Source: an optimization exercise on an open RTL-to-GDS flow (aim: small area). Production flows keep margins and buffers that such runs may drop. At most, simulation tests tie the RTL to the original design; equivalence was not proved. No activity file was given, so power comes from the tool's default toggle rates.

==> trial 6 <==
==> flow/design.v <==
package thumb_isa_pkg;
	typedef logic [16-1:0] instr_t;                
	typedef logic [$clog2(8)-1:0] reg_idx_t;     
	typedef logic [32-1:0] imm_t;                  
	typedef enum logic [4:0] {
		CMD_MOV_I8,    
		CMD_ADD_REG,   
		CMD_SUB_REG,   
		CMD_ADD_I3,    
		CMD_SUB_I3,    
		CMD_ADD_I8,    
		CMD_SUB_I8,    
		CMD_LSL_I5,    
		CMD_LSR_I5,    
		CMD_ASR_I5,    
		CMD_AND,       
		CMD_EOR,       
		CMD_ORR,       
		CMD_MUL,       
		CMD_BIC,       
		CMD_MVN,       
		CMD_STR,       
		CMD_LDR,       
		CMD_STRB,      
		CMD_LDRB,      
		CMD_STRH,      
		CMD_LDRH,      
		CMD_UNDEF
	} cmd_e;
endpackage
package thumb_core_pkg;
	typedef logic [32-1:0] word_t;    
	typedef logic [32-1:0] addr_t;    
	typedef enum logic [3:0] {
		ALU_ADD,
		ALU_SUB,
		ALU_AND,
		ALU_EOR,
		ALU_ORR,
		ALU_BIC,
		ALU_MVN,
		ALU_MOV,
		ALU_LSL,
		ALU_LSR,
		ALU_ASR,
		ALU_MUL
	} alu_op_e;
	typedef enum logic [1:0] {
		SIZE_BYTE = 2'd0,
		SIZE_HALF = 2'd1,
		SIZE_WORD = 2'd2
	} mem_size_e;
	typedef enum logic {
		WB_ALU,
		WB_MEM
	} wb_sel_e;
	typedef enum logic [2:0] {
		ST_IDLE,
		ST_FETCH,
		ST_DECODE,
		ST_EXEC,
		ST_MEM,
		ST_WB
	} seq_state_e;
endpackage
`timescale 1ns/1ps
module thumb_core (
	input  logic        clk,
	input  logic        rst,
	output logic [31:0] prog_addr,
	input  logic [31:0] prog_data,
	output logic [31:0] mem_addr,
	output logic [31:0] mem_wdata,
	output logic [1:0]  mem_size,
	output logic        mem_we,
	input  logic [31:0] mem_rdata
);
	logic [4:0]  ph;
	logic        rot2;
	logic [31:1] pc;
	logic        stp;
	logic [1:0]  sz;
	logic        c;
	logic        mb;
	logic [31:0] mar;
	logic [31:0] p;
	logic [31:0] r0, r1, r2, r3, r4, r5, r6, r7;
	logic [15:0] ins;
	assign ins = pc[1] ? prog_data[31:16] : prog_data[15:0];
	logic [4:0] op5;
	logic d_shift, d_as3, d_mov8, d_i8, d_sub8, d_dp, d_mem, d_load, d_store;
	logic dp_and, dp_eor, dp_orr, dp_mul, dp_bic, dp_mvn, dp_ok;
	logic tworot, we1, sub, inv, a_zero, use_imm;
	logic lg_and, lg_eor, lg_or;
	logic [1:0] msize;  
	logic [2:0] ra, rb, rd;
	assign op5     = ins[15:11];
	assign d_shift = (op5[4:2] == 3'b000) && (op5[1:0] != 2'b11);
	assign d_as3   = (op5 == 5'b00011);
	assign d_mov8  = (op5 == 5'b00100);
	assign d_sub8  = (op5 == 5'b00111);
	assign d_i8    = d_mov8 || (op5 == 5'b00110) || d_sub8;
	assign d_dp    = (ins[15:10] == 6'b010000);
	assign dp_and  = d_dp && (ins[9:6] == 4'b0000);
	assign dp_eor  = d_dp && (ins[9:6] == 4'b0001);
	assign dp_orr  = d_dp && (ins[9:6] == 4'b1100);
	assign dp_mul  = d_dp && (ins[9:6] == 4'b1101);
	assign dp_bic  = d_dp && (ins[9:6] == 4'b1110);
	assign dp_mvn  = d_dp && (ins[9:6] == 4'b1111);
	assign dp_ok   = dp_and || dp_eor || dp_orr || dp_bic || dp_mvn;
	assign d_mem   = (op5[4:2] == 3'b011) || (op5[4:1] == 4'b1000);
	assign d_load  = d_mem && ins[11];
	assign d_store = d_mem && !ins[11];
	assign msize   = ins[15] ? 2'd1 : (ins[12] ? 2'd0 : 2'd2);
	assign tworot  = d_shift || dp_mul || d_load;
	assign we1     = d_as3 || d_i8 || dp_ok;
	assign sub     = (d_as3 && ins[9]) || d_sub8;
	assign inv     = sub || dp_bic || dp_mvn;
	assign a_zero  = d_mov8 || dp_mvn;
	assign use_imm = (d_as3 && ins[10]) || d_i8 || d_mem;
	assign lg_and  = dp_and || dp_bic;
	assign lg_eor  = dp_eor;
	assign lg_or   = dp_orr || dp_mvn;
	assign ra = d_i8 ? ins[10:8] : (d_dp ? ins[2:0] : ins[5:3]);
	assign rb = d_as3 ? ins[8:6] : (d_mem ? ins[2:0] : ins[5:3]);
	assign rd = d_i8 ? ins[10:8] : ins[2:0];
	logic [7:0] bit0, bit1;
	assign bit0 = {r7[0], r6[0], r5[0], r4[0], r3[0], r2[0], r1[0], r0[0]};
	assign bit1 = {r7[1], r6[1], r5[1], r4[1], r3[1], r2[1], r1[1], r0[1]};
	logic a_bit, b_bit, b_next;
	assign a_bit  = bit0[ra];
	assign b_bit  = bit0[rb];
	assign b_next = bit1[rb];
	logic       imm_bit, low8, kok;
	logic [2:0] sc, kk;
	logic       imm5_bit;
	assign low8 = (ph[4:3] == 2'b00);
	assign sc   = d_mem ? {1'b0, ~msize[0] & ~ins[12], msize[0]} : 3'd0;
	assign kk   = ph[2:0] - sc;
	assign kok  = (ph[2:0] >= sc) && (kk < (d_as3 ? 3'd3 : 3'd5));
	always_comb begin
		case (kk)
			3'd0:    imm5_bit = ins[6];
			3'd1:    imm5_bit = ins[7];
			3'd2:    imm5_bit = ins[8];
			3'd3:    imm5_bit = ins[9];
			default: imm5_bit = ins[10];
		endcase
	end
	assign imm_bit = low8 && (d_i8 ? ins[ph[2:0]] : (kok && imm5_bit));
	logic aa, bb, cin, s_sum, s_cout, alu_out, arith;
	assign arith  = !(lg_and || lg_eor || lg_or);
	assign aa     = a_bit && !a_zero;
	assign bb     = (use_imm ? imm_bit : ((d_shift || dp_mul) ? 1'b0 : b_bit)) ^ inv;
	assign cin    = (ph == 5'd0) ? sub : c;
	assign s_sum  = aa ^ bb ^ cin;
	assign s_cout = (aa & bb) | (aa & cin) | (bb & cin);
	assign alu_out = lg_and ? s_cout : (lg_or ? (s_sum | s_cout) : s_sum);
	logic [31:0] padd, psum;
	logic [32:0] pc_ch;
	assign padd = mb ? mar : 32'd0;
	always_comb begin
		pc_ch[0] = 1'b0;
		for (int i = 0; i < 32; i++) begin
			psum[i]    = p[i] ^ padd[i] ^ pc_ch[i];
			pc_ch[i+1] = (p[i] & padd[i]) | (p[i] & pc_ch[i]) | (padd[i] & pc_ch[i]);
		end
	end
	logic       lsl, shr;
	logic [4:0] lidx;
	logic       sh_bit, ld_bit, mul_bit, w2_bit;
	assign lsl = d_shift && (op5[1:0] == 2'b00);
	assign shr = d_shift && (op5[1:0] != 2'b00);
	always_comb begin
		case (msize)
			2'd0:    lidx = {ph[4:3] + mar[1:0], ph[2:0]};
			2'd1:    lidx = {ph[4] ^ mar[1], ph[3:0]};
			default: lidx = ph;
		endcase
	end
	assign sh_bit = p[ins[10:6]];
	assign ld_bit = mem_rdata[lidx] && ((msize == 2'd0) ? low8 :
	                                    (msize == 2'd1) ? !ph[4] : 1'b1);
	assign mul_bit = psum[0];
	assign w2_bit  = d_load ? ld_bit : (shr ? sh_bit : mul_bit);
	logic       we, wbit;
	assign we   = rot2 || we1;
	assign wbit = rot2 ? w2_bit : alu_out;
	logic [7:0] wsel;
	always_comb begin
		for (int i = 0; i < 8; i++) wsel[i] = we && (rd == 3'(i));
	end
	always_ff @(posedge clk) begin
		r0 <= {wsel[0] ? wbit : r0[0], r0[31:1]};
		r1 <= {wsel[1] ? wbit : r1[0], r1[31:1]};
		r2 <= {wsel[2] ? wbit : r2[0], r2[31:1]};
		r3 <= {wsel[3] ? wbit : r3[0], r3[31:1]};
		r4 <= {wsel[4] ? wbit : r4[0], r4[31:1]};
		r5 <= {wsel[5] ? wbit : r5[0], r5[31:1]};
		r6 <= {wsel[6] ? wbit : r6[0], r6[31:1]};
		r7 <= {wsel[7] ? wbit : r7[0], r7[31:1]};
	end
	logic last, rot2_next;
	logic [4:0] ph_inc;
	assign ph_inc = ph + 5'd1;
	assign last      = (ph == 5'd31) && (rot2 || !tworot);
	assign rot2_next = (ph == 5'd31) ? (!rot2 && tworot) : rot2;
	logic [31:1] pc_inc;
	logic [31:1] inc_c;
	always_comb begin
		inc_c[1] = last;
		for (int i = 1; i < 31; i++) inc_c[i+1] = inc_c[i] & pc[i];
		for (int i = 1; i < 32; i++) pc_inc[i] = pc[i] ^ inc_c[i];
	end
	always_ff @(posedge clk) begin
		if (rst) begin
			ph   <= 5'd0;
			rot2 <= 1'b0;
			pc   <= '0;
			stp  <= 1'b0;
		end else begin
			ph   <= ph_inc;
			rot2 <= rot2_next;
			pc   <= pc_inc;
			stp  <= (ph == 5'd31) && !rot2 && d_store;
		end
	end
	always_ff @(posedge clk) begin
		sz  <= msize;
		c   <= s_cout && arith;
		mb  <= rot2_next && (dp_mul ? b_next : (lsl && (ph_inc == ins[10:6])));
		mar <= rot2 ? mar : {alu_out, mar[31:1]};
		p   <= {rot2 ? (op5[1] && shr && p[31]) : ((d_store || shr) && b_bit), psum[31:1]};
	end
	assign prog_addr = {pc, 1'b0};
	assign mem_addr  = mar;
	assign mem_wdata = p;
	assign mem_size  = sz;
	assign mem_we    = stp;
endmodule
==> flow/flow/run.sh <==
#!/bin/bash
# Standard ORFS layout; only the port buffers use the smallest buffer cell.
set -euo pipefail
export BUFFER_PORTS_ARGS="-buffer_cell sky130_fd_sc_hd__buf_1"
bash standard.sh > standard_flow.log 2>&1
==> flow/standard.sh <==
#!/bin/bash
# synth_recipe.tcl (not shown) runs the flow's synth.tcl, then flattens the netlist and writes it again
# the make line also repeats each setting of config.mk as NAME=value (left out here)
make -C /OpenROAD-flow-scripts/flow DESIGN_CONFIG=/design/flow/config.mk WORK_HOME=/design/flow/orfs CLKGATE_MAP_FILE= SYNTH_SCRIPT=/design/flow/synth_recipe.tcl "${@:-finish}"
==> flow/config.mk <==
export PLATFORM = sky130hd
export DESIGN_NAME = thumb_core
export DESIGN_NICKNAME = thumb_core
export VERILOG_FILES = /design/flow/design.v
export SDC_FILE = /design/flow/constraint.sdc
export NUM_CORES = 4
export LEC_CHECK = 0
export CAP_MARGIN = 20
export CORE_MARGIN = 2
export CORE_UTILIZATION = 40
export CTS_BUF_LIST = sky130_fd_sc_hd__clkbuf_8
export CTS_CLUSTER_DIAMETER = 60
export CTS_CLUSTER_SIZE = 16
export SLEW_MARGIN = 20
==> flow/constraint.sdc <==
create_clock -name core_clock -period 12.0 [get_ports {clk}]
set_input_delay 2.4000 -clock core_clock [delete_from_list [all_inputs] [get_ports {clk}]]
set_output_delay 2.4000 -clock core_clock [all_outputs]
set_load 0.01 [all_outputs]
==> build 58 (differences from trial 6) <==
--- a/flow/design.v
+++ b/flow/design.v
@@ -78,11 +78,12 @@
 	logic [4:0]  ph;
 	logic        rot2;
 	logic [31:1] pc;
-	logic        stp;
-	logic [1:0]  sz;
 	logic        c;
 	logic        mb;
-	logic [31:0] mar;
+	logic [31:1] mar;
+	logic        a31;
+	logic [31:0] maddr;
+	logic        st_cyc;
 	logic [31:0] p;
 	logic [31:0] r0, r1, r2, r3, r4, r5, r6, r7;
 	logic [15:0] ins;
@@ -158,7 +159,7 @@
 	assign alu_out = lg_and ? s_cout : (lg_or ? (s_sum | s_cout) : s_sum);
 	logic [31:0] padd, psum;
 	logic [32:0] pc_ch;
-	assign padd = mb ? mar : 32'd0;
+	assign padd = mb ? maddr : 32'd0;
 	always_comb begin
 		pc_ch[0] = 1'b0;
 		for (int i = 0; i < 32; i++) begin
@@ -173,8 +174,8 @@
 	assign shr = d_shift && (op5[1:0] != 2'b00);
 	always_comb begin
 		case (msize)
-			2'd0:    lidx = {ph[4:3] + mar[1:0], ph[2:0]};
-			2'd1:    lidx = {ph[4] ^ mar[1], ph[3:0]};
+			2'd0:    lidx = {ph[4:3] + maddr[1:0], ph[2:0]};
+			2'd1:    lidx = {ph[4] ^ maddr[1], ph[3:0]};
 			default: lidx = ph;
 		endcase
 	end
@@ -217,24 +218,24 @@
 			ph   <= 5'd0;
 			rot2 <= 1'b0;
 			pc   <= '0;
-			stp  <= 1'b0;
 		end else begin
 			ph   <= ph_inc;
 			rot2 <= rot2_next;
 			pc   <= pc_inc;
-			stp  <= (ph == 5'd31) && !rot2 && d_store;
 		end
 	end
 	always_ff @(posedge clk) begin
-		sz  <= msize;
 		c   <= s_cout && arith;
 		mb  <= rot2_next && (dp_mul ? b_next : (lsl && (ph_inc == ins[10:6])));
-		mar <= rot2 ? mar : {alu_out, mar[31:1]};
+		if (!rot2 && ph != 5'd31) mar <= {alu_out, mar[31:2]};
+		if (st_cyc) a31 <= alu_out;
 		p   <= {rot2 ? (op5[1] && shr && p[31]) : ((d_store || shr) && b_bit), psum[31:1]};
 	end
 	assign prog_addr = {pc, 1'b0};
-	assign mem_addr  = mar;
-	assign mem_wdata = p;
-	assign mem_size  = sz;
-	assign mem_we    = stp;
+	assign st_cyc    = !rot2 && (ph == 5'd31);
+	assign maddr     = {a31, mar};
+	assign mem_addr  = {st_cyc ? alu_out : a31, mar};
+	assign mem_wdata = {b_bit, p[31:1]};
+	assign mem_size  = msize;
+	assign mem_we    = st_cyc && d_store;
 endmodule
==> build 17 (differences from trial 6) <==
==> flow/design.v, changed modules only <==
module thumb_core (
	input  logic        clk,
	input  logic        rst,
	output logic [31:0] prog_addr,
	input  logic [31:0] prog_data,
	output logic [31:0] mem_addr,
	output logic [31:0] mem_wdata,
	output logic [1:0]  mem_size,
	output logic        mem_we,
	input  logic [31:0] mem_rdata
);
	logic [4:0]  ph;
	logic        rot2;
	logic [31:1] pc;
	logic        stp;
	logic [1:0]  sz;
	logic        c;
	logic        mb;
	logic [31:0] mar;
	logic [31:0] p;
	logic [31:0] r0, r1, r2, r3, r4, r5, r6, r7;
	logic [15:0] ins;
	assign ins = pc[1] ? prog_data[31:16] : prog_data[15:0];
	logic [4:0] op5;
	logic d_shift, d_as3, d_mov8, d_i8, d_sub8, d_dp, d_mem, d_load, d_store;
	logic dp_and, dp_eor, dp_orr, dp_mul, dp_bic, dp_mvn, dp_ok;
	logic tworot, we1, sub, inv, a_zero, use_imm;
	logic lg_and, lg_eor, lg_or;
	logic [1:0] msize;  
	logic [2:0] ra, rb, rd;
	assign op5     = ins[15:11];
	assign d_shift = (op5[4:2] == 3'b000) && (op5[1:0] != 2'b11);
	assign d_as3   = (op5 == 5'b00011);
	assign d_mov8  = (op5 == 5'b00100);
	assign d_sub8  = (op5 == 5'b00111);
	assign d_i8    = d_mov8 || (op5 == 5'b00110) || d_sub8;
	assign d_dp    = (ins[15:10] == 6'b010000);
	assign dp_and  = d_dp && (ins[9:6] == 4'b0000);
	assign dp_eor  = d_dp && (ins[9:6] == 4'b0001);
	assign dp_orr  = d_dp && (ins[9:6] == 4'b1100);
	assign dp_mul  = d_dp && (ins[9:6] == 4'b1101);
	assign dp_bic  = d_dp && (ins[9:6] == 4'b1110);
	assign dp_mvn  = d_dp && (ins[9:6] == 4'b1111);
	assign dp_ok   = dp_and || dp_eor || dp_orr || dp_bic || dp_mvn;
	assign d_mem   = (op5[4:2] == 3'b011) || (op5[4:1] == 4'b1000);
	assign d_load  = d_mem && ins[11];
	assign d_store = d_mem && !ins[11];
	assign msize   = ins[15] ? 2'd1 : (ins[12] ? 2'd0 : 2'd2);
	assign tworot  = d_shift || dp_mul || d_load;
	assign we1     = d_as3 || d_i8 || dp_ok;
	assign sub     = (d_as3 && ins[9]) || d_sub8;
	assign inv     = sub || dp_bic || dp_mvn;
	assign a_zero  = d_mov8 || dp_mvn;
	assign use_imm = (d_as3 && ins[10]) || d_i8 || d_mem;
	assign lg_and  = dp_and || dp_bic;
	assign lg_eor  = dp_eor;
	assign lg_or   = dp_orr || dp_mvn;
	assign ra = d_i8 ? ins[10:8] : (d_dp ? ins[2:0] : ins[5:3]);
	assign rb = d_as3 ? ins[8:6] : (d_mem ? ins[2:0] : ins[5:3]);
	assign rd = d_i8 ? ins[10:8] : ins[2:0];
	logic [7:0] bit0, bit1;
	assign bit0 = {r7[0], r6[0], r5[0], r4[0], r3[0], r2[0], r1[0], r0[0]};
	assign bit1 = {r7[1], r6[1], r5[1], r4[1], r3[1], r2[1], r1[1], r0[1]};
	logic a_bit, b_bit, b_next;
	assign a_bit  = bit0[ra];
	assign b_bit  = bit0[rb];
	assign b_next = bit1[rb];
	logic       imm_bit;
	logic [4:0] k5;
	always_comb begin
		k5 = ph - ((d_mem && msize != 2'd0) ? {3'b000, ~msize[0], msize[0]} : 5'd0);
		if (d_i8) begin
			imm_bit = (ph[4:3] == 2'b00) && ins[ph[2:0]];
		end else begin
			imm_bit = (k5 < (d_as3 ? 5'd3 : 5'd5)) && ins[5'd6 + k5];
		end
	end
	logic aa, bb, cin, s_sum, s_cout, alu_out;
	assign aa     = a_bit && !a_zero;
	assign bb     = (use_imm ? imm_bit : ((d_shift || dp_mul) ? 1'b0 : b_bit)) ^ inv;
	assign cin    = (ph == 5'd0) ? sub : c;
	assign s_sum  = aa ^ bb ^ cin;
	assign s_cout = (aa & bb) | (aa & cin) | (bb & cin);
	always_comb begin
		if (lg_and)      alu_out = aa & bb;
		else if (lg_eor) alu_out = aa ^ bb;
		else if (lg_or)  alu_out = aa | bb;
		else             alu_out = s_sum;
	end
	logic [31:0] padd, psum;
	logic [32:0] pc_ch;
	assign padd = mb ? mar : 32'd0;
	always_comb begin
		pc_ch[0] = 1'b0;
		for (int i = 0; i < 32; i++) begin
			psum[i]    = p[i] ^ padd[i] ^ pc_ch[i];
			pc_ch[i+1] = (p[i] & padd[i]) | (p[i] & pc_ch[i]) | (padd[i] & pc_ch[i]);
		end
	end
	logic       lsl;
	logic [4:0] off, tidx;
	logic       tcout, sh_bit, ld_bit, mul_bit, w2_bit;
	assign lsl = (op5[1:0] == 2'b00);
	always_comb begin
		if (d_load) begin
			case (msize)
				2'd0:    off = {mar[1:0], 3'b000};
				2'd1:    off = {mar[1], 4'b0000};
				default: off = 5'd0;
			endcase
		end else begin
			off = lsl ? ~ins[10:6] : ins[10:6];
		end
	end
	assign {tcout, tidx} = {1'b0, ph} + {1'b0, off} + {5'd0, lsl && !d_load};
	assign sh_bit = (tcout == lsl) ? mar[tidx] : (op5[1] && mar[31]);
	assign ld_bit = mem_rdata[tidx] && ((msize == 2'd0) ? (ph[4:3] == 2'b00) :
	                                    (msize == 2'd1) ? !ph[4] : 1'b1);
	assign mul_bit = psum[0];
	assign w2_bit  = d_load ? ld_bit : (dp_mul ? mul_bit : sh_bit);
	logic       we, wbit;
	assign we   = rot2 || we1;
	assign wbit = rot2 ? w2_bit : alu_out;
	logic [7:0] wsel;
	always_comb begin
		for (int i = 0; i < 8; i++) wsel[i] = we && (rd == 3'(i));
	end
	always_ff @(posedge clk) begin
		r0 <= {wsel[0] ? wbit : r0[0], r0[31:1]};
		r1 <= {wsel[1] ? wbit : r1[0], r1[31:1]};
		r2 <= {wsel[2] ? wbit : r2[0], r2[31:1]};
		r3 <= {wsel[3] ? wbit : r3[0], r3[31:1]};
		r4 <= {wsel[4] ? wbit : r4[0], r4[31:1]};
		r5 <= {wsel[5] ? wbit : r5[0], r5[31:1]};
		r6 <= {wsel[6] ? wbit : r6[0], r6[31:1]};
		r7 <= {wsel[7] ? wbit : r7[0], r7[31:1]};
	end
	logic last, rot2_next;
	assign last      = (ph == 5'd31) && (rot2 || !tworot);
	assign rot2_next = (ph == 5'd31) ? (!rot2 && tworot) : rot2;
	logic [31:1] pc_inc;
	logic [31:1] inc_c;
	always_comb begin
		inc_c[1] = last;
		for (int i = 1; i < 31; i++) inc_c[i+1] = inc_c[i] & pc[i];
		for (int i = 1; i < 32; i++) pc_inc[i] = pc[i] ^ inc_c[i];
	end
	always_ff @(posedge clk) begin
		if (rst) begin
			ph   <= 5'd0;
			rot2 <= 1'b0;
			pc   <= '0;
			stp  <= 1'b0;
		end else begin
			ph   <= ph + 5'd1;
			rot2 <= rot2_next;
			pc   <= pc_inc;
			stp  <= (ph == 5'd31) && !rot2 && d_store;
		end
	end
	always_ff @(posedge clk) begin
		sz  <= msize;
		c   <= s_cout;
		mb  <= rot2_next && dp_mul && b_next;
		mar <= rot2 ? mar : {alu_out, mar[31:1]};
		p   <= {(!rot2 && d_store) ? b_bit : 1'b0, psum[31:1]};
	end
	assign prog_addr = {pc, 1'b0};
	assign mem_addr  = mar;
	assign mem_wdata = p;
	assign mem_size  = sz;
	assign mem_we    = stp;
endmodule
==> comparison table <==
Power per cell area: trial 6 164 nW/um2; build 17 171 nW/um2; build 58 165 nW/um2
Most used routing layer in global routing: trial 6 met2; build 17 met1; build 58 met2
Fraction of standard cell area in multi-input logic: trial 6 30.5%; build 17 30.8%; build 58 29.8%
Routed length on met1: trial 6 10700 um; build 17 10900 um; build 58 11300 um
Leakage power figure: trial 6 0.00526 uW; build 17 0.00543 uW; build 58 0.00539 uW
Proportion of cell area occupied by registers: trial 6 56.5%; build 17 56.2%; build 58 56.7%
Final worst slack: trial 6 0.363 ns; build 17 0.304 ns; build 58 0.281 ns
Non-Filler Cell Area, Final: trial 6 13400 um2; build 17 13500 um2; build 58 13200 um2
Maximum vdd drop: trial 6 0.0930 mV; build 17 0.0686 mV; build 58 0.0655 mV
DP Area: trial 6 12800 um2; build 17 12900 um2; build 58 12700 um2
Via count of the first global-routing pass: trial 6 6651; build 17 6584; build 58 6602
Sequential-to-total area share from yosys stat: trial 6 64.1%; build 17 63.7%; build 58 63.1%
Non-CTS buffers: trial 6 172; build 17 170; build 58 171
Global-route track usage on met1: trial 6 20.3%; build 17 21.7%; build 58 22.4%
Combined area of the multi-input logic cells: trial 6 4080 um2; build 17 4140 um2; build 58 3940 um2
Well Taps: trial 6 384; build 17 390; build 58 390
Worst Setup SP: trial 6 mar[0]$_DFFE_PN_; build 17 mar[0]$_DFFE_PN_; build 58 mar[1]$_DFFE_PP_
Number of signal-net inverters in the final layout: trial 6 19; build 17 21; build 58 30
Fraction of area in clock buffers and inverters: trial 6 3.80%; build 17 3.88%; build 58 3.83%
Data required, critical path: trial 6 12.47 ns; build 17 12.45 ns; build 58 12.48 ns
Routed wl met3: trial 6 1200 um; build 17 1480 um; build 58 1290 um
Status: trial 6 timing/DRC/antenna clean; build 17 timing/DRC/antenna clean; build 58 timing/DRC/antenna clean
Number of buffers created by CTS: trial 6 29; build 17 29; build 58 28
Function not checked in build 17: the RTL went through the layout flow alone.

==> re-timing with driven ports <==
How much do the figures lean on ideal ports? The routed layouts below were timed once more, with nothing changed but the port constraints. Step 1 sets driving cells, clkbuf_16 on the clock port and buf_2 on the other inputs (assumed; they add their load-dependent delay and slew). Step 2 adds t to the input delays and takes it off the output delays; t is the mean of the earliest and latest rising clock arrival at the registers after step 1. Input paths then give back, and output paths get back, about the clock's delay inside the block. a / b / c = ideal / step 1 / step 2; a / b = the first two.
| run | t (ns) | setup slack, ns | hold WS [ns] | worst slew at a driven data input, ns |
|---|---|---|---|---|
| trial 6 | 0.617 | 0.363 / 0.363 / 0.363 | 0.316 / 0.316 / 0.316 | 0.06 |
| build 58 | 0.617 | 0.281 / 0.281 / 0.281 | 0.324 / 0.324 / 0.324 | 0.07 |
| build 17 | 0.599 | 0.304 / 0.304 / 0.304 | 0.319 / 0.319 / 0.319 | 0.06 |
After both steps every run listed still meets setup and hold.
